Context: an optimization exercise on an open-source flow, tuned for small area, a short achievable clock period and few clock cycles per item. The choices shown serve that exercise and are no tape-out recipe.
Where RTL was checked, it was by simulation tests only, not by an equivalence proof against the original.
No activity file was given, so power comes from the tool's default toggle rates.

run 1:
==> flow/design.v (excerpt) <==
module ir_pulse_distance_transmitter (
   input  logic                  clock,
   input  logic                  reset,
   input  logic                  req_valid,
   output logic                  req_ready,
   input  logic                  req_kind,
   input  logic [63:0]           req_frame_low,
   input  logic [HIGH_BITS-1:0]  req_frame_high,
   output logic                  rsp_valid,
   input  logic                  rsp_ready,
   output logic                  rsp_ir_level,
   output logic                  rsp_busy_res,
   output logic                  rsp_frame_done,
   input  logic                  csr_we,
   input  logic [CSR_IDX_W-1:0]  csr_index,
   input  logic [CSR_DATA_W-1:0] csr_wdata
);
export LEC_CHECK = 0
export CAP_MARGIN = 20
export CORE_MARGIN = 2
export CORE_UTILIZATION = 70
export SETUP_SLACK_MARGIN = 5
export SLEW_MARGIN = 20
create_clock -name core_clock -period 8.0 [get_ports {clock}]
standard.sh (not shown) runs the stock make flow with config.mk's settings and CLKGATE_MAP_FILE= SYNTH_SCRIPT=/design/flow/synth_recipe.tcl, a recipe that flattens the netlist after the stock synthesis.
==> flow/flow/run.sh <==
#!/bin/bash
# Layout flow: the standard ORFS flow (standard synthesis unchanged), with the I/O port
# buffers made of plain buffers (sky130_fd_sc_hd__buf_2) instead of the cell buffer_ports
# picks by default (a delay buffer). Every port still gets its own buffer.
set -euo pipefail
bash standard.sh "BUFFER_PORTS_ARGS=-buffer_cell sky130_fd_sc_hd__buf_2" finish > flow_orfs.log 2>&1
Run 1 did not stop at any stage, and its layout met the timing, DRC and antenna checks.
Testbench counts of run 1, summed over its fixed seeds: cycles 48,788, beats 48,704.
Relative to run 1, the following input files were edited for run 2:
==> flow/flow/run.sh <==
#!/bin/bash
# Layout flow: the standard ORFS flow (standard synthesis unchanged), with
#  - the I/O port buffers made of plain buffers (sky130_fd_sc_hd__buf_2) instead of the
#    delay buffer buffer_ports picks by default; every port still gets its own buffer;
#  - timing repair aiming at 5.25 ns of setup slack.
set -euo pipefail
bash standard.sh "BUFFER_PORTS_ARGS=-buffer_cell sky130_fd_sc_hd__buf_2" SETUP_SLACK_MARGIN=5.25 finish > flow_orfs.log 2>&1
==> comparison <==
Final hold slack of run 2 is on par with run 1.
Comparing the two runs side by side, run 2 comes out ahead of run 1 on slack of the critical path.
From run 2 to run 1, placeable core region did not move at all.
Going from run 1 to run 2, filler-free cell count of the finished design grows by about 0.9%.

========
ir_pulse_distance_transmitter, a different RTL version from the one above (not shown whole).
Size in the first run: ~1,200 cells after synthesis, ~100 I/O pins, ~0.011 sq mm of cells after synthesis.
// ir_pulse_distance_transmitter
module ir_pulse_distance_transmitter (
   input  logic                  clock,
   input  logic                  reset,
   input  logic                  req_valid,
   output logic                  req_ready,
   input  logic                  req_kind,
   input  logic [63:0]           req_frame_low,
   input  logic [HIGH_BITS-1:0]  req_frame_high,
   output logic                  rsp_valid,
   input  logic                  rsp_ready,
   output logic                  rsp_ir_level,
   output logic                  rsp_busy_res,
   output logic                  rsp_frame_done,
   input  logic                  csr_we,
   input  logic [CSR_IDX_W-1:0]  csr_index,
   input  logic [CSR_DATA_W-1:0] csr_wdata
);
   logic [HALF_W-1:0]  half_r;
   logic [CYC_W-1:0]   lb_r, bb_r, eb_r;
   logic [SPACE_W-1:0] ls_r, os_r, zs_r;
   logic lb_nz, ls_nz, bb_nz, os_nz, zs_nz, eb_nz;
   logic wd_nz10, wd_nz16;
   assign wd_nz10 = |csr_wdata[CYC_W-1:0];
   assign wd_nz16 = |csr_wdata[SPACE_W-1:0];
   always_ff @(posedge clock) begin
      if (reset) begin
         half_r <= CARRIER_HALF_RST;
         lb_r   <= LEAD_BURST_RST;
         ls_r   <= LEAD_SPACE_RST;
         bb_r   <= BIT_BURST_RST;
         os_r   <= ONE_SPACE_RST;
         zs_r   <= ZERO_SPACE_RST;
         eb_r   <= END_BURST_RST;
         lb_nz  <= 1'b1;
         ls_nz  <= 1'b1;
         bb_nz  <= 1'b1;
         os_nz  <= 1'b1;
         zs_nz  <= 1'b1;
         eb_nz  <= 1'b1;
      end else if (csr_we) begin
         case (csr_index)
            REG_CARRIER_HALF: half_r <= csr_wdata[HALF_W-1:0];
  ...
export LEC_CHECK = 0
export CAP_MARGIN = 20
export CORE_MARGIN = 2
export CORE_UTILIZATION = 70
export SETUP_SLACK_MARGIN = 5
export SLEW_MARGIN = 20
create_clock -name core_clock -period 8.0 [get_ports {clock}]
==> flow/flow/run.sh <==
#!/bin/bash
# Layout flow: the standard ORFS flow (standard synthesis unchanged), with the I/O port
# buffers made of plain buffers (sky130_fd_sc_hd__buf_2) instead of the cell buffer_ports
# picks by default (a delay buffer). Every port still gets its own buffer.
set -euo pipefail
bash standard.sh "BUFFER_PORTS_ARGS=-buffer_cell sky130_fd_sc_hd__buf_2" finish > flow_orfs.log 2>&1
Testbench counts at the start, summed over its fixed seeds: cycles 48,765, beats 48,704.
Then changed:
- CORE_UTILIZATION: 70 -> 60
Worst setup slack gains 31 ps.
Cell area is higher slightly.
Sequential cell count does not change.
Power is higher by a few percent.

========
The RTL this note starts from:
==> flow/design.v <==
package ipdt_pkg;
   localparam int FRAME_BITS = 72;
   localparam int BIT_IDX_W  = $clog2(FRAME_BITS + 1);
   localparam int HIGH_BITS  = FRAME_BITS - 64;
   localparam int HALF_W     = 8;
   localparam int CYC_W      = 10;
   localparam int SPACE_W    = 16;
   localparam int CSR_DATA_W = 16;
   localparam int CSR_IDX_W  = 3;
   localparam logic [HALF_W-1:0]  CARRIER_HALF_RST = 8'd13;
   localparam logic [CYC_W-1:0]   LEAD_BURST_RST   = 10'd322;
   localparam logic [SPACE_W-1:0] LEAD_SPACE_RST   = 16'd4500;
   localparam logic [CYC_W-1:0]   BIT_BURST_RST    = 10'd19;
   localparam logic [SPACE_W-1:0] ONE_SPACE_RST    = 16'd1750;
   localparam logic [SPACE_W-1:0] ZERO_SPACE_RST   = 16'd638;
   localparam logic [CYC_W-1:0]   END_BURST_RST    = 10'd19;
   typedef enum logic [CSR_IDX_W-1:0] {
      REG_CARRIER_HALF = 3'd0,
      REG_LEAD_BURST   = 3'd1,
      REG_LEAD_SPACE   = 3'd2,
      REG_BIT_BURST    = 3'd3,
      REG_ONE_SPACE    = 3'd4,
      REG_ZERO_SPACE   = 3'd5,
      REG_END_BURST    = 3'd6
   } csr_index_type;
   typedef enum logic {
      KIND_TICK  = 1'b0,
      KIND_START = 1'b1
   } kind_type;
   typedef enum logic [5:0] {
      PH_IDLE   = 6'b000001,
      PH_LEAD_B = 6'b000010,
      PH_LEAD_S = 6'b000100,
      PH_BIT_B  = 6'b001000,
      PH_BIT_S  = 6'b010000,
      PH_END_B  = 6'b100000
   } phase_type;
endpackage
import ipdt_pkg::*;
module ir_pulse_distance_transmitter (
   input  logic                  clock,
   input  logic                  reset,
   input  logic                  req_valid,
   output logic                  req_ready,
   input  logic                  req_kind,
   input  logic [63:0]           req_frame_low,
   input  logic [HIGH_BITS-1:0]  req_frame_high,
   output logic                  rsp_valid,
   input  logic                  rsp_ready,
   output logic                  rsp_ir_level,
   output logic                  rsp_busy_res,
   output logic                  rsp_frame_done,
   input  logic                  csr_we,
   input  logic [CSR_IDX_W-1:0]  csr_index,
   input  logic [CSR_DATA_W-1:0] csr_wdata
);
   logic [HALF_W-1:0]  half_r;
   logic [CYC_W-1:0]   lb_r, bb_r, eb_r;
   logic [SPACE_W-1:0] ls_r, os_r, zs_r;
   logic lb_nz, ls_nz, bb_nz, os_nz, zs_nz, eb_nz;
   logic wd_nz10, wd_nz16;
   assign wd_nz10 = |csr_wdata[CYC_W-1:0];
   assign wd_nz16 = |csr_wdata[SPACE_W-1:0];
   always_ff @(posedge clock) begin
      if (reset) begin
         half_r <= CARRIER_HALF_RST;
         lb_r   <= LEAD_BURST_RST;
         ls_r   <= LEAD_SPACE_RST;
         bb_r   <= BIT_BURST_RST;
         os_r   <= ONE_SPACE_RST;
         zs_r   <= ZERO_SPACE_RST;
         eb_r   <= END_BURST_RST;
         lb_nz  <= 1'b1;
         ls_nz  <= 1'b1;
         bb_nz  <= 1'b1;
         os_nz  <= 1'b1;
         zs_nz  <= 1'b1;
         eb_nz  <= 1'b1;
      end else if (csr_we) begin
         case (csr_index)
            REG_CARRIER_HALF: half_r <= csr_wdata[HALF_W-1:0];
            REG_LEAD_BURST:   begin lb_r <= csr_wdata[CYC_W-1:0];   lb_nz <= wd_nz10; end
            REG_LEAD_SPACE:   begin ls_r <= csr_wdata[SPACE_W-1:0]; ls_nz <= wd_nz16; end
            REG_BIT_BURST:    begin bb_r <= csr_wdata[CYC_W-1:0];   bb_nz <= wd_nz10; end
            REG_ONE_SPACE:    begin os_r <= csr_wdata[SPACE_W-1:0]; os_nz <= wd_nz16; end
            REG_ZERO_SPACE:   begin zs_r <= csr_wdata[SPACE_W-1:0]; zs_nz <= wd_nz16; end
            REG_END_BURST:    begin eb_r <= csr_wdata[CYC_W-1:0];   eb_nz <= wd_nz10; end
            default: ;
         endcase
      end
   end
   logic skip;
   assign skip = !bb_nz && !(os_nz && zs_nz);
   logic ph_lb, ph_ls, ph_bb, ph_bs, ph_eb, ph_be;    
   logic [17:0] cnt;
   logic        cp;                                    
   logic [FRAME_BITS:0] f;
   logic        curbit;                                
   logic        rdy_ff;
   logic        ov, ol, ob, od;                        
   logic        sv, sl, sb, sd;                        
   logic busy, burst, space;
   assign busy  = ph_lb | ph_ls | ph_bb | ph_bs | ph_eb;
   assign burst = ph_lb | ph_bb | ph_eb;
   assign space = ph_ls | ph_bs;
   logic [7:0] lo;
   logic [9:0] hi;
   assign lo = cnt[7:0];
   assign hi = cnt[17:8];
   logic lo_is0, lo_is1, hi_is0, hi_is1, half_end, seg_end;
   assign lo_is0   = (lo == 8'd0);
   assign lo_is1   = (lo == 8'd1);
   assign hi_is0   = (hi[7:0] == 8'd0);
   assign hi_is1   = (hi == 10'd1);
   assign half_end = lo_is0 || lo_is1;
   assign seg_end  = space ? (lo_is1 && hi_is0) : (half_end && cp && hi_is1);
   logic [17:0] cnt_step;
   logic        cp_step;
   assign cnt_step[7:0]  = (burst && half_end) ? half_r : lo - 8'd1;
   assign cnt_step[17:8] = (space ? lo_is0 : (half_end && cp)) ? hi - 10'd1 : hi;
   assign cp_step        = burst && (cp ^ half_end);
   logic exists;
   logic [FRAME_BITS:0] pre, f_skip, f_walk;
   assign exists = (|f[FRAME_BITS:1]) || (skip && f[0]);
   localparam int NG = (FRAME_BITS + 1 + 7) / 8;
   logic [NG-1:0] gany, gpre;
   logic [8*NG-1:0] fz;
   assign fz = {{(8*NG-FRAME_BITS-1){1'b0}}, f};
   always_comb begin
      for (int g = 0; g < NG; g++) gany[g] = |fz[8*g +: 8];
      gpre[0] = 1'b0;
      for (int g = 1; g < NG; g++) gpre[g] = gpre[g-1] | gany[g-1];
      for (int i = 0; i <= FRAME_BITS; i++) begin
         logic l;
         l = 1'b0;
         for (int j = (i / 8) * 8; j < i; j++) l = l | f[j];
         pre[i] = gpre[i/8] | l;
      end
   end
   assign f_skip = f & pre;
   assign f_walk = {1'b0, f[FRAME_BITS:1]};
   logic accept, is_tick, is_start, start_idle, start_be;
   assign accept     = req_valid && rdy_ff;
   assign is_tick    = accept && !req_kind;
   assign is_start   = accept && req_kind;
   assign start_idle = is_start && !busy;
   assign start_be   = start_idle && !lb_nz && !ls_nz;
   logic tick_busy, tick_end;
   assign tick_busy = is_tick && busy;
   assign tick_end  = tick_busy && seg_end;
   logic go_ls, go_bs_cur, go_entry;
   assign go_ls     = ph_lb && ls_nz;
   assign go_bs_cur = ph_bb && (curbit ? os_nz : zs_nz);
   assign go_entry  = (ph_lb && !ls_nz) || ph_ls || (ph_bb && !go_bs_cur) || ph_bs;
   logic try_enter, enter, go_eb;
   assign try_enter = (tick_end && go_entry) || ph_be;
   assign enter     = try_enter && exists;
   assign go_eb     = try_enter && !exists && eb_nz;
   logic done_tick;
   assign done_tick = seg_end && (ph_eb || (go_entry && !exists && !eb_nz));
   logic        bitsel;
   logic [17:0] cnt_init;
   logic        new_ls, new_bs;
   assign new_ls = start_idle ? !lb_nz : go_ls;
   assign new_bs = go_bs_cur || (enter && !bb_nz);
   assign bitsel = go_bs_cur ? curbit : (skip ? os_nz : f[0]);
   always_comb begin
      if (new_ls)
         cnt_init = {2'b00, ls_r};
      else if (new_bs)
         cnt_init = {2'b00, bitsel ? os_r : zs_r};
      else if (start_idle)
         cnt_init = {lb_r, half_r};
      else if (enter)
         cnt_init = {bb_r, half_r};
      else
         cnt_init = {eb_r, half_r};
   end
   logic push, r_l, r_b, r_d, be_busy;
   assign be_busy = exists || eb_nz;
   assign push = (accept && !start_be) || ph_be;
   assign r_l  = tick_busy && burst && !cp;
   assign r_b  = ph_be ? be_busy : (busy || is_start);
   assign r_d  = ph_be ? !be_busy : (tick_busy && done_tick);
   logic pop, sv_next;
   assign pop     = ov && rsp_ready;
   assign sv_next = (sv || push) && ov && !pop;
   logic [FRAME_BITS-1:0] fr_in;
   logic [FRAME_BITS:0]   f_load;
   assign fr_in = {req_frame_high, req_frame_low};
   always_comb begin
      for (int i = 0; i < FRAME_BITS; i++)
         f_load[i] = fr_in[i] ? (!skip || os_nz) : (skip && zs_nz);
      f_load[FRAME_BITS] = !skip;
   end
   always_ff @(posedge clock) begin
      if (reset) begin
         ph_lb  <= 1'b0;
         ph_ls  <= 1'b0;
         ph_bb  <= 1'b0;
         ph_bs  <= 1'b0;
         ph_eb  <= 1'b0;
         ph_be  <= 1'b0;
         rdy_ff <= 1'b1;
         ov     <= 1'b0;
         sv     <= 1'b0;
      end else begin
         rdy_ff <= !sv_next && !start_be;
         if (!ov || pop) begin
            ov <= sv || push;
            sv <= 1'b0;
         end else if (push) begin
            sv <= 1'b1;
         end
         if (start_idle) begin
            ph_lb <= lb_nz;
            ph_ls <= !lb_nz && ls_nz;
            ph_be <= !lb_nz && !ls_nz;
         end else if (ph_be || tick_end) begin
            ph_be <= 1'b0;
            ph_lb <= 1'b0;
            ph_ls <= go_ls;
            ph_bb <= enter && bb_nz;
            ph_bs <= new_bs;
            ph_eb <= go_eb;
         end
      end
   end
   always_ff @(posedge clock) begin
      if (!ov || pop) begin
         ol <= sv ? sl : r_l;
         ob <= sv ? sb : r_b;
         od <= sv ? sd : r_d;
      end else if (push && !sv) begin
         sl <= r_l;
         sb <= r_b;
         sd <= r_d;
      end
      if (start_idle || ph_be || tick_end) begin
         cnt <= cnt_init;
         cp  <= 1'b0;
      end else if (tick_busy) begin
         cnt <= cnt_step;
         cp  <= cp_step;
      end
      if (start_idle) begin
         f <= f_load;
      end else if (enter) begin
         f <= skip ? f_skip : f_walk;
         curbit <= f[0];
      end
   end
   assign req_ready      = rdy_ff;
   assign rsp_valid      = ov;
   assign rsp_ir_level   = ol;
   assign rsp_busy_res   = ob;
   assign rsp_frame_done = od;
endmodule
Settings: LEC_CHECK=0, CAP_MARGIN=20, CORE_MARGIN=2, CORE_UTILIZATION=40, SLEW_MARGIN=20; clock period 8.0 ns.
run.sh (not shown) runs the stock make flow with config.mk's settings and CLKGATE_MAP_FILE= SYNTH_SCRIPT=/design/flow/synth_recipe.tcl, a recipe that flattens the netlist after the stock synthesis.
Stock flow here: none of the scripts above is used.
The starting point passed the timing, DRC and antenna checks.
Then changed:
- CORE_UTILIZATION: 40 -> 50
- SETUP_SLACK_MARGIN: not set -> 4.5
Effect: Non-clock buffer count goes up by 32; power goes up by 1.1%; global-route usage goes up by 6.1 points; setup slack improved by 1.1 ns; routed wire length goes up by 3.5%; die area goes down by 20%; count of clock-buffer cells in the layout goes down by 1.
Then changed:
- ABC_CLOCK_PERIOD_IN_PS: not set -> 2500
- CORE_UTILIZATION: 50 -> 40
- SETUP_SLACK_MARGIN: 4.5 -> not set
What happened: Synthesized cell count stays the same; die area went up by 24%; clock power is lower by about 0.5%; core utilization falls by 14 points; worst setup slack loses 1.1 ns; final area fell by 2.9%; cell count climbs by 3.7%; sequential power barely changes; critical path depth went down by 1.
No run of this note included a check of the RTL's function; only the layout flow was run.

-- re-timing with driven ports --
Ports are ideal in the flow. The routed layouts listed here were re-timed in OpenROAD. Step 1, drivers: a clkbuf_16 drives clock and a buf_2 each remaining input, both assumed. Step 2 also shifts input and output timing later by t, the mid clock arrival at the registers, as if the neighbouring blocks saw the same clock. Three values: ideal, step 1, step 2; two values: the first two.
run	shift t [ns]	setup WS [ns]	hold WS [ns]	worst setup path after step 2	cell pins on the clock port's net
run 1	0.545	5.075 / 5.075 / 4.697	0.475 / 0.475 / 0.475	input to register	1
run 2	0.543	5.316 / 5.316 / 4.807	0.476 / 0.476 / 0.476	input to register	1
the first run of note 2	0.556	5.029 / 5.029 / 4.500	0.453 / 0.453 / 0.453	input to register	1
the second run of note 2	0.562	5.060 / 5.088 / 4.526	0.451 / 0.451 / 0.451	input to register	1
the first run of note 3	0.493	3.496 / 3.508 / 3.015	0.456 / 0.456 / 0.456	input to register	1
the second run of note 3	0.499	4.579 / 4.597 / 4.114	0.458 / 0.458 / 0.458	input to register	1
the third run of note 3	0.493	3.496 / 3.508 / 3.015	0.456 / 0.456 / 0.456	input to register	1
After both steps setup and hold are still met in every run listed. For the second run of note 2, which loses most, drivers alone change the setup slack by +0.028 ns; drivers and shift together by -0.534 ns.
